Background: an optimization exercise with open tools, aiming at a short achievable clock period and few clock cycles. Do not read the settings as production practice. Only simulation tests tie the RTL to the original design; equivalence was not proved. Power figures rest on the tool's default switching activity, not on a simulated workload.

## run.sh

```bash
#!/bin/bash
# synth_recipe.tcl (not shown) runs the flow's synth.tcl, then flattens the netlist and writes it again
# the make line also repeats each setting of config.mk as NAME=value (left out here)
make -C /OpenROAD-flow-scripts/flow DESIGN_CONFIG=/design/flow/config.mk WORK_HOME=/design/flow/orfs CLKGATE_MAP_FILE= SYNTH_SCRIPT=/design/flow/synth_recipe.tcl finish
```

## config.mk

```make
export PLATFORM = sky130hd
export DESIGN_NAME = mipsCore
export DESIGN_NICKNAME = mipsCore
export VERILOG_FILES = /design/flow/design.v
export SDC_FILE = /design/flow/constraint.sdc
export NUM_CORES = 4
export LEC_CHECK = 0
export CAP_MARGIN = 20
export CORE_MARGIN = 2
export CORE_UTILIZATION = 40
export SLEW_MARGIN = 20
```

## constraint.sdc

```tcl
create_clock -name core_clock -period 8.0 [get_ports {CLK}]
set_input_delay 1.6000 -clock core_clock [delete_from_list [all_inputs] [get_ports {CLK}]]
set_output_delay 1.6000 -clock core_clock [all_outputs]
set_load 0.01 [all_outputs]
```

## design.v

```verilog
`timescale 1ns/1ps
module regFile (
    input  logic                   CLK,
    input  logic [5-1:0] i_rdAddr1,
    input  logic [5-1:0] i_rdAddr2,
    output logic [32-1:0]     o_rdData1,
    output logic [32-1:0]     o_rdData2,
    input  logic                   i_wrEn,
    input  logic [5-1:0] i_wrAddr,
    input  logic [32-1:0]     i_wrData
);
    logic [32-1:0] regs [0:32-1];
    always_ff @(posedge CLK) begin
        if (i_wrEn && (i_wrAddr != '0))
            regs[i_wrAddr] <= i_wrData;
    end
    assign o_rdData1 = (i_rdAddr1 == '0) ? '0 :
                       (i_wrEn && (i_wrAddr == i_rdAddr1)) ? i_wrData : regs[i_rdAddr1];
    assign o_rdData2 = (i_rdAddr2 == '0) ? '0 :
                       (i_wrEn && (i_wrAddr == i_rdAddr2)) ? i_wrData : regs[i_rdAddr2];
endmodule
`timescale 1ns/1ps
module fetchUnit (
    input  logic               CLK,
    input  logic               rst_n,
    input  logic [32-1:0] i_instr,
    input  logic               i_branchTaken,
    input  logic               i_jump,
    input  logic [32-1:0] i_immD,
    output logic [32-1:0] o_pc,
    output logic [32-1:0] o_instrD,
    output logic [32-1:0] o_pcPlus4D,
    input  logic               i_stallF,
    input  logic               i_flushD,
    input  logic               i_memHold
);
    logic [32-1:0] pcPlus4;
    logic [32-1:0] branchTarget;
    logic [32-1:0] jumpTarget;
    logic [32-1:0] pcNext;
    assign pcPlus4 = o_pc + 32'd4;
    assign branchTarget = o_pcPlus4D + {i_immD[32-3:0], 2'b00};
    assign jumpTarget = {o_pcPlus4D[32-1:26+2], o_instrD[26-1:0], 2'b00};
    always_comb begin
        if (i_jump)
            pcNext = jumpTarget;
        else if (i_branchTaken)
            pcNext = branchTarget;
        else
            pcNext = pcPlus4;
    end
    always_ff @(posedge CLK) begin
        if (!rst_n)
            o_pc <= 32'h0000_0000;
        else if (!i_memHold && !i_stallF)
            o_pc <= pcNext;
    end
    always_ff @(posedge CLK) begin
        if (!rst_n) begin
            o_instrD <= '0;
            o_pcPlus4D <= '0;
        end else if (!i_memHold) begin
            if (i_flushD) begin
                o_instrD <= '0;
                o_pcPlus4D <= '0;
            end else if (!i_stallF) begin
                o_instrD <= i_instr;
                o_pcPlus4D <= pcPlus4;
            end
        end
    end
endmodule
`timescale 1ns/1ps
module pipeControl (
    input  logic                   CLK,
    input  logic                   rst_n,
    input  logic [32-1:0]     i_instrD,
    input  logic [32-1:0]     i_rdData1,
    input  logic [32-1:0]     i_rdData2,
    input  logic [32-1:0]     i_aluOutM,
    input  logic [5-1:0] i_destE,
    input  logic [5-1:0] i_destM,
    input  logic [5-1:0] i_destW,
    input  logic                   i_regWriteE,
    input  logic                   i_regWriteM,
    input  logic                   i_regWriteW,
    input  logic                   i_memToRegE,
    input  logic                   i_memToRegM,
    input  logic                   i_busWait,
    output logic [8-1:0]     o_ctrlD,
    output logic [32-1:0]     o_immD,
    output logic                   o_branchTaken,
    output logic                   o_jump,
    output logic                   o_stallF,
    output logic                   o_stallD,
    output logic                   o_flushD,
    output logic                   o_flushE,
    output logic [1:0]             o_fwdA,
    output logic [1:0]             o_fwdB,
    output logic                   o_memHold
);
    logic [6-1:0]   opD;
    logic [6-1:0]    functD;
    logic [5-1:0] rsD;
    logic [5-1:0] rtD;
    logic [5-1:0] rsE;
    logic [5-1:0] rtE;
    logic                   isBranch;
    logic                   usesRs;
    logic                   usesRt;
    logic                   lwStall;
    logic                   brStall;
    logic                   fwdBrA;
    logic                   fwdBrB;
    logic [32-1:0]     cmpA;
    logic [32-1:0]     cmpB;
    logic                   opEqual;
    logic                   regWrite;
    logic                   memToReg;
    logic                   memWrite;
    logic                   aluSrc;
    logic                   regDst;
    logic [2:0]             aluOp;
    assign opD = i_instrD[31:26];
    assign rsD = i_instrD[25:21];
    assign rtD = i_instrD[20:16];
    assign functD = i_instrD[5:0];
    assign isBranch = (opD == 6'd4) || (opD == 6'd5);
    assign usesRs = (opD != 6'd2);
    assign usesRt = (opD == 6'd0) || (opD == 6'd43) || isBranch;
    assign o_jump = (opD == 6'd2);
    assign o_immD = {{(32-16){i_instrD[16-1]}}, i_instrD[16-1:0]};
    always_comb begin
        regWrite = 1'b0;
        memToReg = 1'b0;
        memWrite = 1'b0;
        aluSrc = 1'b0;
        regDst = 1'b0;
        aluOp = 3'd0;
        case (opD)
            6'd0: begin
                regDst = 1'b1;
                regWrite = 1'b1;
                case (functD)
                    6'd33: aluOp = 3'd0;
                    6'd35: aluOp = 3'd1;
                    6'd36:  aluOp = 3'd2;
                    6'd37:   aluOp = 3'd3;
                    6'd42:  aluOp = 3'd4;
                    default: regWrite = 1'b0;
                endcase
            end
            6'd9: begin
                regWrite = 1'b1;
                aluSrc = 1'b1;
            end
            6'd35: begin
                regWrite = 1'b1;
                memToReg = 1'b1;
                aluSrc = 1'b1;
            end
            6'd43: begin
                memWrite = 1'b1;
                aluSrc = 1'b1;
            end
            default: ;
        endcase
    end
    assign o_ctrlD = {regWrite, memToReg, memWrite, aluSrc, regDst, aluOp};
    assign lwStall = i_memToRegE && (i_destE != '0) &&
                     ((usesRs && (i_destE == rsD)) || (usesRt && (i_destE == rtD)));
    assign brStall = isBranch && (
        (i_regWriteE && (i_destE != '0) && ((i_destE == rsD) || (i_destE == rtD))) ||
        (i_memToRegM && (i_destM != '0) && ((i_destM == rsD) || (i_destM == rtD))));
    assign fwdBrA = i_regWriteM && (i_destM != '0) && (i_destM == rsD);
    assign fwdBrB = i_regWriteM && (i_destM != '0) && (i_destM == rtD);
    assign cmpA = fwdBrA ? i_aluOutM : i_rdData1;
    assign cmpB = fwdBrB ? i_aluOutM : i_rdData2;
    assign opEqual = (cmpA == cmpB);
    assign o_branchTaken = !brStall &&
        (((opD == 6'd4) && opEqual) || ((opD == 6'd5) && !opEqual));
    assign o_stallF = lwStall || brStall;
    assign o_stallD = lwStall || brStall;
    assign o_flushE = lwStall || brStall;
    assign o_flushD = o_branchTaken || o_jump;
    assign o_memHold = i_busWait;
    always_ff @(posedge CLK) begin
        if (!rst_n) begin
            rsE <= '0;
            rtE <= '0;
        end else if (!i_busWait) begin
            rsE <= o_flushE ? '0 : rsD;
            rtE <= o_flushE ? '0 : rtD;
        end
    end
    always_comb begin
        o_fwdA = 2'd0;
        if (i_regWriteM && (i_destM != '0) && (i_destM == rsE))
            o_fwdA = 2'd2;
        else if (i_regWriteW && (i_destW != '0) && (i_destW == rsE))
            o_fwdA = 2'd1;
    end
    always_comb begin
        o_fwdB = 2'd0;
        if (i_regWriteM && (i_destM != '0) && (i_destM == rtE))
            o_fwdB = 2'd2;
        else if (i_regWriteW && (i_destW != '0) && (i_destW == rtE))
            o_fwdB = 2'd1;
    end
endmodule
`timescale 1ns/1ps
module executeUnit (
    input  logic                   CLK,
    input  logic                   rst_n,
    input  logic [8-1:0]     i_ctrl,
    input  logic [32-1:0]     i_rdData1,
    input  logic [32-1:0]     i_rdData2,
    input  logic [32-1:0]     i_imm,
    input  logic [5-1:0] i_rt,
    input  logic [5-1:0] i_rd,
    input  logic [32-1:0]     i_resultW,
    output logic                   o_regWriteM,
    output logic                   o_memToRegM,
    output logic                   o_memWriteM,
    output logic [32-1:0]     o_aluOutM,
    output logic [32-1:0]     o_wrDataM,
    output logic [5-1:0] o_destM,
    output logic [5-1:0] o_destE,
    output logic                   o_regWriteE,
    output logic                   o_memToRegE,
    input  logic                   i_flushE,
    input  logic [1:0]             i_fwdA,
    input  logic [1:0]             i_fwdB,
    input  logic                   i_memHold
);
    logic [8-1:0]     ctrlQ;
    logic [32-1:0]     rdData1Q;
    logic [32-1:0]     rdData2Q;
    logic [32-1:0]     immQ;
    logic [5-1:0] rtQ;
    logic [5-1:0] rdQ;
    logic [32-1:0]     srcA;
    logic [32-1:0]     fwdB;
    logic [32-1:0]     srcB;
    logic [32-1:0]     aluOut;
    logic                   regWriteQ;
    logic                   memToRegQ;
    logic                   memWriteQ;
    logic                   aluSrcQ;
    logic                   regDstQ;
    logic [2:0]             aluOpQ;
    always_ff @(posedge CLK) begin
        if (!rst_n) begin
            ctrlQ <= '0;
            rdData1Q <= '0;
            rdData2Q <= '0;
            immQ <= '0;
            rtQ <= '0;
            rdQ <= '0;
        end else if (!i_memHold) begin
            if (i_flushE) begin
                ctrlQ <= '0;
                rdData1Q <= '0;
                rdData2Q <= '0;
                immQ <= '0;
                rtQ <= '0;
                rdQ <= '0;
            end else begin
                ctrlQ <= i_ctrl;
                rdData1Q <= i_rdData1;
                rdData2Q <= i_rdData2;
                immQ <= i_imm;
                rtQ <= i_rt;
                rdQ <= i_rd;
            end
        end
    end
    assign {regWriteQ, memToRegQ, memWriteQ, aluSrcQ, regDstQ, aluOpQ} = ctrlQ;
    always_comb begin
        case (i_fwdA)
            2'd1:  srcA = i_resultW;
            2'd2: srcA = o_aluOutM;
            default:  srcA = rdData1Q;
        endcase
        case (i_fwdB)
            2'd1:  fwdB = i_resultW;
            2'd2: fwdB = o_aluOutM;
            default:  fwdB = rdData2Q;
        endcase
    end
    assign srcB = aluSrcQ ? immQ : fwdB;
    always_comb begin
        case (aluOpQ)
            3'd1: aluOut = srcA - srcB;
            3'd2: aluOut = srcA & srcB;
            3'd3:  aluOut = srcA | srcB;
            3'd4: aluOut = {{(32-1){1'b0}}, $signed(srcA) < $signed(srcB)};
            default:  aluOut = srcA + srcB;
        endcase
    end
    assign o_destE = regDstQ ? rdQ : rtQ;
    assign o_regWriteE = regWriteQ;
    assign o_memToRegE = memToRegQ;
    always_ff @(posedge CLK) begin
        if (!rst_n) begin
            o_regWriteM <= 1'b0;
            o_memToRegM <= 1'b0;
            o_memWriteM <= 1'b0;
            o_aluOutM <= '0;
            o_wrDataM <= '0;
            o_destM <= '0;
        end else if (!i_memHold) begin
            o_regWriteM <= regWriteQ;
            o_memToRegM <= memToRegQ;
            o_memWriteM <= memWriteQ;
            o_aluOutM <= aluOut;
            o_wrDataM <= fwdB;
            o_destM <= o_destE;
        end
    end
endmodule
`timescale 1ns/1ps
module memWriteback (
    input  logic                   CLK,
    input  logic                   rst_n,
    input  logic                   i_regWriteM,
    input  logic                   i_memToRegM,
    input  logic                   i_memWriteM,
    input  logic [32-1:0]     i_aluOutM,
    input  logic [32-1:0]     i_wrDataM,
    input  logic [5-1:0] i_destM,
    input  logic [32-1:0]     i_memRdData,
    input  logic                   i_memReady,
    output logic [32-1:0]     o_memAddr,
    output logic [32-1:0]     o_memWrData,
    output logic                   o_memWrite,
    output logic                   o_memRead,
    output logic                   o_busWait,
    output logic                   o_wbEn,
    output logic [5-1:0] o_wbAddr,
    output logic [32-1:0]     o_wbData
);
    logic               memToRegW;
    logic [32-1:0] aluOutW;
    logic [32-1:0] rdDataW;
    assign o_memAddr = i_aluOutM;
    assign o_memWrData = i_wrDataM;
    assign o_memWrite = i_memWriteM;
    assign o_memRead = i_memToRegM;
    assign o_busWait = (o_memWrite || o_memRead) && !i_memReady;
    always_ff @(posedge CLK) begin
        if (!rst_n) begin
            o_wbEn <= 1'b0;
            memToRegW <= 1'b0;
        end else if (!o_busWait) begin
            o_wbEn <= i_regWriteM;
            memToRegW <= i_memToRegM;
        end
    end
    always_ff @(posedge CLK) begin
        if (!o_busWait) begin
            o_wbAddr <= i_destM;
            aluOutW <= i_aluOutM;
            rdDataW <= i_memRdData;
        end
    end
    assign o_wbData = memToRegW ? rdDataW : aluOutW;
endmodule
`timescale 1ns/1ps
module mipsCore (
    input  logic               CLK,
    input  logic               rst_n,
    output logic [32-1:0] o_pc,
    input  logic [32-1:0] i_instr,
    output logic [32-1:0] o_memAddr,
    output logic [32-1:0] o_memWrData,
    output logic               o_memWrite,
    output logic               o_memRead,
    input  logic [32-1:0] i_memRdData,
    input  logic               i_memReady
);
    logic [32-1:0]     instrD;
    logic [32-1:0]     pcPlus4D;
    logic [32-1:0]     immD;
    logic [32-1:0]     rdData1;
    logic [32-1:0]     rdData2;
    logic [32-1:0]     wbData;
    logic [5-1:0] wbAddr;
    logic [5-1:0] destE;
    logic                   wbEn;
    logic                   regWriteE;
    logic                   memToRegE;
    logic                   branchTaken;
    logic                   jump;
    logic                   busWait;
    logic [8-1:0]     ctrlD;
    logic                   regWriteM;
    logic                   memToRegM;
    logic                   memWriteM;
    logic [32-1:0]     aluOutM;
    logic [32-1:0]     wrDataM;
    logic [5-1:0] destM;
    logic                   stallF;
    logic                   stallD;
    logic                   flushD;
    logic                   flushE;
    logic [1:0]             fwdA;
    logic [1:0]             fwdB;
    logic                   memHold;
    pipeControl u_pipeControl (
        .CLK(CLK), .rst_n(rst_n), .i_instrD(instrD),
        .i_rdData1(rdData1), .i_rdData2(rdData2), .i_aluOutM(aluOutM),
        .i_destE(destE), .i_destM(destM), .i_destW(wbAddr),
        .i_regWriteE(regWriteE), .i_regWriteM(regWriteM), .i_regWriteW(wbEn),
        .i_memToRegE(memToRegE), .i_memToRegM(memToRegM), .i_busWait(busWait),
        .o_ctrlD(ctrlD), .o_immD(immD), .o_branchTaken(branchTaken), .o_jump(jump),
        .o_stallF(stallF), .o_stallD(stallD), .o_flushD(flushD), .o_flushE(flushE),
        .o_fwdA(fwdA), .o_fwdB(fwdB), .o_memHold(memHold)
    );
    fetchUnit u_fetchUnit (
        .CLK(CLK), .rst_n(rst_n), .i_instr(i_instr), .i_branchTaken(branchTaken),
        .i_jump(jump), .i_immD(immD), .o_pc(o_pc), .o_instrD(instrD),
        .o_pcPlus4D(pcPlus4D), .i_stallF(stallF), .i_flushD(flushD), .i_memHold(memHold)
    );
    regFile u_regFile (
        .CLK(CLK), .i_rdAddr1(instrD[25:21]), .i_rdAddr2(instrD[20:16]),
        .o_rdData1(rdData1), .o_rdData2(rdData2),
        .i_wrEn(wbEn), .i_wrAddr(wbAddr), .i_wrData(wbData)
    );
    executeUnit u_executeUnit (
        .CLK(CLK), .rst_n(rst_n), .i_ctrl(ctrlD), .i_rdData1(rdData1), .i_rdData2(rdData2),
        .i_imm(immD), .i_rt(instrD[20:16]), .i_rd(instrD[15:11]), .i_resultW(wbData),
        .o_regWriteM(regWriteM), .o_memToRegM(memToRegM), .o_memWriteM(memWriteM),
        .o_aluOutM(aluOutM), .o_wrDataM(wrDataM), .o_destM(destM),
        .o_destE(destE), .o_regWriteE(regWriteE), .o_memToRegE(memToRegE),
        .i_flushE(flushE), .i_fwdA(fwdA), .i_fwdB(fwdB), .i_memHold(memHold)
    );
    memWriteback u_memWriteback (
        .CLK(CLK), .rst_n(rst_n), .i_regWriteM(regWriteM), .i_memToRegM(memToRegM),
        .i_memWriteM(memWriteM), .i_aluOutM(aluOutM), .i_wrDataM(wrDataM), .i_destM(destM),
        .i_memRdData(i_memRdData), .i_memReady(i_memReady), .o_memAddr(o_memAddr),
        .o_memWrData(o_memWrData), .o_memWrite(o_memWrite), .o_memRead(o_memRead),
        .o_busWait(busWait), .o_wbEn(wbEn), .o_wbAddr(wbAddr), .o_wbData(wbData)
    );
endmodule
```

==> reports/metrics.csv, run 1 <==
metric,value,unit
whs,0.463,ns
switching_share,27.9,%
grt_max_degree,96,
drv_slew,0,
synth-edff-count,1093,
synth_top_area_share,46.1,%
pwr-share-clk,38.6,%
gp_congestion,0.934,
finish.instance_area,80700,um^2
fill_cells,15600,
tns,0,ns
area_growth_syn_to_layout,13.4,%
irDropWorstVdd,0.254,mV
p_seq_share,45.4,%
antenna_cells,0,
grt_use_met1,35.4,%
drt_iter0_drc,6739,
ctsHoldBuffers,0,
crit_buf_inv,2,
pin_count,165,
slew-limit-headroom,19.3,%
p_comb_share,15.9,%
synth.cell_area,71200,um^2
synth_cell_type_count,97,
start_kind,flip-flop,
fp-row-count,154,
final_nets,5607,
synthFlopType,edfxtp_1,
ys_warn_count,5,
cp.required,8.73,ns
internal-power,13.2,mW
hold_violations,0,
post_dp_cell_area,75700,um^2
fin_skew,0.0350,ns
crit_slowest_cell,or4b_2,
io_buffer_count,164,
yosysSeqAreaShare,53.9,%
rsz0062_at_grt,no,
r2r_cells,24,
path_cells,or3_1 > o31ai_1 > nor4_2 > buf_4 > nand2_1 > o21ai_0 > o21ai_0 > mux2i_1 > inv_1 > ha_1 > fa_1 > a21o_1 > a21oi_1 > o21bai_1 > a21oi_1 > o21bai_1 > a21oi_1 > o21ai_0 > a41oi_1 > a211oi_1 > a31oi_1 > a31oi_1 > or4b_2 > o31ai_1,
power.switching,5.08,mW
critPathTopFamily,compound AO/OA/AOI/OAI gates,
cts_root_buffer,clkbuf_16,
holdCritStartpoint,u_executeUnit.rdData2Q[28]$_SDFFE_PN0N_,
clockBufferDepth,3,
grt_pass1_vias,48200,
top_usage_layer,met2,
postCtsSetupBuffers,0,
hold_path.class,reg -> reg,
min_period,6.94,ns
crit_path_max_incr_delay,0.65,ns
max_slew.worst_pin.slew,1.19,ns
rr_endpoint,u_executeUnit.o_aluOutM[30]$_SDFFE_PN0N_,
period_share,86.7,%
holdPathEnd,u_executeUnit.rdData2Q[28]$_SDFFE_PN0N_,
core_area,176000,um^2
antenna_left,0,
yosys-top-cells-area,"edfxtp_1, mux4_2, dfxtp_1",
grt_usage,26.3,%
max_freq,144,MHz
dieHeight,426,um
setup_viol,0,
htreeDepth,4,
leakagePower,27.3,nW
cts_buffers,151,
cts.clk_slew.worst_paths,0.06,ns
clock_sinks,1371,
syn_inst,5291,
synthArstFlopShare,0,%
drc,0,
grt-ovfl-total,0,
whs_path_depth,2,
crit_start,u_memWriteback.o_wbAddr[2]$_DFFE_PN_,
clk_latency,0.82,ns
grtUsageMet2,41.9,%
cts_tree,built,
synth_seq_cells,1371,
arrival,7.66,ns
p_per_area,226,nW/um^2
die_w,426,um
cp.depth,24,
critPathMaxFanout,39,
endpoint_kind,flip-flop,
maxCapViolCount,0,
post_cts_resized,0,
reg2reg_from,u_memWriteback.o_wbAddr[2]$_DFFE_PN_,
vias,50400,
start_util,40.3,%
totalWireLength,243000,um
first_pass_iters,6,
dp_cells,7597,
use_met3,5.22,%
final_cells,7877,
wire_per_inst,30.8,um
grt_first_pass_wirelength,347000,um
routed_via_density,6.40,
antenna_found_initial,7,
avgSynthCellArea,13.5,um^2
layout-drive-gt1-share,18.3,%
fp.dieArea,181000,um^2
status,finished clean,
yosys.area.top_type,edfxtp_1,
hpwl,150000,um
rrSetupSlack,1.06,ns
path_class,reg -> reg,
==> worst max path at each step <==
stage / end / slack (ns)
floorplan: u_executeUnit.o_aluOutM[18]$_SDFFE_PN0N_ / 2.20
global placement: u_executeUnit.o_aluOutM[30]$_SDFFE_PN0N_ / 1.24
detailed placement: u_executeUnit.o_aluOutM[30]$_SDFFE_PN0N_ / 1.13
CTS: u_executeUnit.o_aluOutM[30]$_SDFFE_PN0N_ / 1.11
global route: u_executeUnit.o_aluOutM[30]$_SDFFE_PN0N_ / 0.48
finish: u_executeUnit.o_aluOutM[30]$_SDFFE_PN0N_ / 1.06
==> area by class of cell <==
| cell class | instances | area [um^2] | share of cell area (%) |
|---|---|---|---|
| repair buffers | 330 | 3100 | 3.85 |
| flip-flops and latches | 1371 | 38400 | 47.6 |
| multi-input cells | 3400 | 30700 | 38.0 |
| clock buffers | 199 | 4120 | 5.10 |
| inverters | 157 | 604 | 0.749 |
| well taps | 2340 | 2930 | 3.63 |
| clock inverters | 80 | 838 | 1.04 |
==> Yosys cell counts, drive strengths merged (132+ instances only) <==
library cell / number
mux4: 468
buf: 156
a22oi: 132
edfxtp: 1093
nor2: 372
a21oi: 230
o21ai: 291
clkbuf: 238
inv: 156
mux2i: 306
dfxtp: 278
nand2: 309
==> state kept, by name, summed over array words and instances, names as in the netlist, 4 cells and up, named ones only <==
| name | cells |
|---|---|
| u_memWriteback.o_wbAddr | 5 |
| u_executeUnit.ctrlQ | 8 |
| u_executeUnit.rdQ | 4 |
| u_executeUnit.o_wrDataM | 32 |
| u_regFile.regs | 1024 |
| u_executeUnit.o_destM | 5 |
| u_fetchUnit.o_pcPlus4D | 32 |
| u_executeUnit.rdData1Q | 32 |
| u_pipeControl.rtE | 5 |
| u_pipeControl.rsE | 5 |
| u_fetchUnit.o_pc | 32 |
| u_memWriteback.aluOutW | 32 |
| u_memWriteback.rdDataW | 32 |
| u_executeUnit.rdData2Q | 32 |
| u_fetchUnit.o_instrD | 32 |
| u_executeUnit.immQ | 12 |
| u_executeUnit.o_aluOutM | 32 |
==> power groups by stage <==
stage	clock, mW	sequential [mW]	combinational, mW
global route	7.39	8.30	3.09
finish	7.05	8.29	2.90
floorplan	0	8.30	1.85
CTS	7.13	8.28	2.84
global placement	0	8.43	2.79
detailed placement	0	8.43	2.83
==> per-stage QoR <==
stage               util [%]  worst slack [ns]  power (mW)
floorplan                  -              2.20        10.2
global placement        42.9              1.24        11.2
global route            45.7             0.479        18.8
CTS                     45.7              1.11        18.3
finish                  45.7              1.06        18.2
detailed placement      42.9              1.13        11.3
==> cell families (layout without fill, tap and decap cells) <==
logic type / count (synthesis) / after routing / share of synthesized area, %
buffers and inverters: 551 / 766 / 3.63
and+or+nand+nor: 1047 / 1047 / 6.65
adders and majority gates: 129 / 129 / 2.30
AOI/OAI and AO/OA: 1253 / 1253 / 12.2
other: 1 / 32 / 0.00527
muxes: 809 / 809 / 19.7
DFF: 1371 / 1371 / 53.9
xor gates and xnor gates: 130 / 130 / 1.60
==> placed cells by master (no fill, tap or decap), types with 142 or more instances in the layout <==
| master | instances |
|---|---|
| mux4_2 | 467 |
| nor2_1 | 331 |
| a21oi_1 | 229 |
| inv_1 | 142 |
| dfxtp_1 | 269 |
| nand2_1 | 309 |
| clkbuf_16 | 157 |
| o21ai_0 | 271 |
| clkdlybuf4s50_1 | 163 |
| edfxtp_1 | 1093 |
| mux2i_1 | 305 |
| buf_4 | 149 |
==> tightest hold or removal path, stage by stage, from the launching register on <==
cell	delay, ns
dfxtp_1	0.31
nand2_1	0.05
a21oi_1	0.05
==> layer usage <==
layer / vias up / share of wire, % / wire, um
li1: 21200 / - / -
met1: 25800 / 39 / 95100
met2: 2864 / 47 / 113000
met3: 521 / 9.8 / 23800
met4: 6 / 4.4 / 10800
met5: - / 0.012 / 30
Testbench counts, summed over its fixed seeds: cycles 35,110.
==> run 2: changes to the inputs <==
--- a/config.mk
+++ b/config.mk
@@ -7,2 +7,3 @@
 export LEC_CHECK = 0
+export ABC_CLOCK_PERIOD_IN_PS = 3000
 export CAP_MARGIN = 20
@@ -10,2 +11,3 @@
 export CORE_UTILIZATION = 40
+export SETUP_SLACK_MARGIN = 4
 export SLEW_MARGIN = 20
==> reports/metrics.csv, run 2 <==
metric,value,unit
status,finished clean,
cts_tree,built,
irDropWorstVdd,0.243,mV
yosysMostFrequentCell,edfxtp_1,
max_freq,191,MHz
htreeDepth,4,
cts_root_buffer,clkbuf_16,
hpwl,153000,um
dp_cells,7600,
pin_count,165,
internal-power,13.4,mW
start_kind,flip-flop,
clock_sinks,1371,
drt_iter0_drc,7601,
setup_ws,2.76,ns
totalWireLength,267000,um
whs_path_depth,2,
die_w,426,um
final_cells,8198,
final_common_cell,edfxtp_1,
arrival,5.94,ns
pwr-share-clk,36.7,%
setup_viol,0,
power.switching,5.40,mW
min_period,5.24,ns
path_cells,buf_12 > buf_4 > bufbuf_16 > mux2i_1 > a221oi_1 > a221oi_1 > o221ai_2 > o21ai_2 > xor2_1 > o21ai_0 > a21oi_1 > a2111o_1 > or4_4 > a21oi_4 > buf_12 > o41ai_4 > buf_6 > buf_12 > buf_16 > a22o_1,
gp_congestion,0.928,
dieHeight,426,um
yosysSeqAreaShare,53.9,%
cts.clk_slew.worst_paths,0.06,ns
p_per_area,216,nW/um^2
cp.required,8.70,ns
fp-row-count,154,
hold_path.class,reg -> reg,
largest_reg_flops,1024,
post_dp_cell_area,76000,um^2
grt_max_degree,109,
yosys-top-cells-area,"edfxtp_1, mux4_2, dfxtp_1",
post-place-ws,1.46,ns
layout-drive-gt1-share,27.9,%
wire_per_inst,32.6,um
grt-ovfl-total,0,
path_class,reg -> reg,
top_register,u_regFile.regs,
endpoint_kind,flip-flop,
drv_slew,0,
p_comb_share,19.3,%
grt_first_pass_wirelength,370000,um
maxCapViolCount,0,
synth-xor-area-share,1.60,%
area_growth_syn_to_layout,22.4,%
max_slew.worst_pin.slew,1.20,ns
io_buffer_count,164,
synthAdderAreaFrac,2.30,%
syn_inst,5291,
crit_slowest_cell,or4_4,
drc,0,
muxShareOfSynthArea,19.7,%
finish.instance_area,87100,um^2
yosys-top-cells-count,"edfxtp_1, mux4_2, nor2_1, nand2_1, mux2i_1",
whs,0.453,ns
leakagePower,29.9,nW
first_pass_iters,8,
antenna_found_initial,6,
p_seq_share,44.0,%
yosys.area.top_type,edfxtp_1,
switching_share,28.7,%
fin_skew,0.0378,ns
avgSynthCellArea,13.5,um^2
clk_latency,0.83,ns
synth-edff-count,1093,
final_cell_mix,"edfxtp_1, mux4_2, nor2_1",
rsz0062_at_grt,yes,
synth_seq_cells,1371,
synth_compound_area_share,12.2,%
grt_usage,28.5,%
critPathMaxFanout,16,
cp_common_cell,buf_12,
synth_top_family_by_area,multiplexers,
hold_violations,0,
synthArstFlopShare,0,%
crit_path_max_incr_delay,0.60,ns
synthFlopType,edfxtp_1,
synth_top_area_share,46.1,%
cts_buffers,150,
fp.dieArea,181000,um^2
routed_via_density,6.48,
synthSimpleGateAreaFrac,6.65,%
r2r_cells,20,
period_share,65.5,%
start_util,40.3,%
ys_warn_count,5,
tns,0,ns
vias,53100,
antenna_left,0,
grt_pass1_vias,50300,
synth_cell_type_count,97,
clockBufferDepth,3,
synth.cell_area,71200,um^2
core_area,176000,um^2
slew-limit-headroom,20.0,%
final_nets,5933,
## run 2: changes by cell type in the layout (fill, tap and decap cells not counted), sizes merged, moves of 2 or more
cell | previous run | this run
a21o | 33 | 35
buf | 167 | 457
bufbuf | 0 | 13
bufinv | 11 | 9
clkbuf | 199 | 202
clkinvlp | 6 | 33
inv | 163 | 149
## run 2: layer usage
metal | vias up | share of wire (%) | global-route usage [%]
met1 | 27000 | 37 | 37.4
li1 | 21900 | - | -
met4 | 0 | 5.8 | 13.8
met3 | 711 | 11 | 6.52
met5 | - | 0 | 0
met2 | 3513 | 46 | 44.8
## run 2: area by class of cell
| cell class | instances | area (um^2) |
|---|---|---|
| timing repair buffer | 641 | 7360 |
| fill | 14900 | 89400 |
| multi-input combinational | 3404 | 32800 |
| inverter | 157 | 681 |
| clock inverter | 78 | 785 |
| clock buffer | 194 | 4020 |
| timing repair inverter | 12 | 63.8 |
| sequential | 1371 | 38400 |
| tap | 2340 | 2930 |
| antenna | 1 | 2.50 |
## run 2: path summary, 6_finish.rpt
path | from | endpoint | slack, ns
setup / recovery | flip-flop | u_fetchUnit.o_instrD[14]$_SDFFE_PN0P_ | 2.76
hold / removal | u_executeUnit.rdData1Q[28]$_SDFFE_PN0N_ | u_executeUnit.rdData1Q[28]$_SDFFE_PN0N_ | 0.45
setup reg to reg | flip-flop | u_fetchUnit.o_instrD[14]$_SDFFE_PN0P_ | 2.76
hold reg to reg | u_executeUnit.rdData1Q[28]$_SDFFE_PN0N_ | u_executeUnit.rdData1Q[28]$_SDFFE_PN0N_ | 0.45
## run 2: power groups by stage
stage                     Combinational (mW)  Clock, mW  Sequential (mW)
after global placement                  2.81          0             8.45
after detailed placement                2.84          0             8.45
after CTS                               3.30       6.96             8.27
final                                   3.63       6.91             8.28
after floorplan                         1.91          0             8.30
after global routing                    3.80       7.24             8.29
## run 2: metrics by stage
step / utilization, % / power, mW
final: 49.4 / 18.8
after global placement: 43.0 / 11.3
after CTS: 48.2 / 18.5
after global routing: 49.4 / 19.3
after detailed placement: 43.0 / 11.3
after floorplan: - / 10.2
## run 2: worst max-delay path, delay by kind of cell (launching register included)
kind,cells,cell delay (ns)
xor+xnor,1,0.20
buf+inv,7,1.26
simple gates,1,0.60
flops,1,0.40
mux,1,0.10
compound gates,10,2.52
## run 2: what timing repair did
item | CTS | global route
cloned | 40 | 10
pin swaps | 98 | 122
hold buffers | 0 | 0
endpoints found under the setup margin | 141 | 138
resized for setup | 378 | 251
buffers inserted | 203 | 70
## run 2: cells by family (layout without fill, tap and decap cells)
group	Yosys count	count (layout)
muxes	809	809
buffers and inverters	551	1082
and+or+nand+nor	1047	1048
xor gates and xnor gates	130	130
adders and majority gates	129	129
DFF	1371	1371
other	1	33
AOI/OAI and AO/OA	1253	1256

static timing again, ports no longer ideal:
No port has a modelled driver above. Below, the same layouts with a new extraction and two added sets of constraints. Step 1: set_driving_cell puts a clkbuf_16 on CLK and a buf_2 on each other input, an assumption about the parent block. Step 2 times the ports against the registers' clock, not the clock port: input delays grow and output delays shrink by t, the midpoint of the rising clock arrivals with the driver on. Slacks: ideal / step 1 / step 2; pairs: ideal / step 1.
run	shift t [ns]	setup WS [ns]	worst register clock-pin slew, ns	worst slew at a driven data input, ns
run 1	0.893	1.065 / 1.065 / 1.065	0.07 / 0.07	0.06
run 2	0.903	2.760 / 2.760 / 2.760	0.07 / 0.07	0.08
After both steps setup and hold are still met in every run listed.
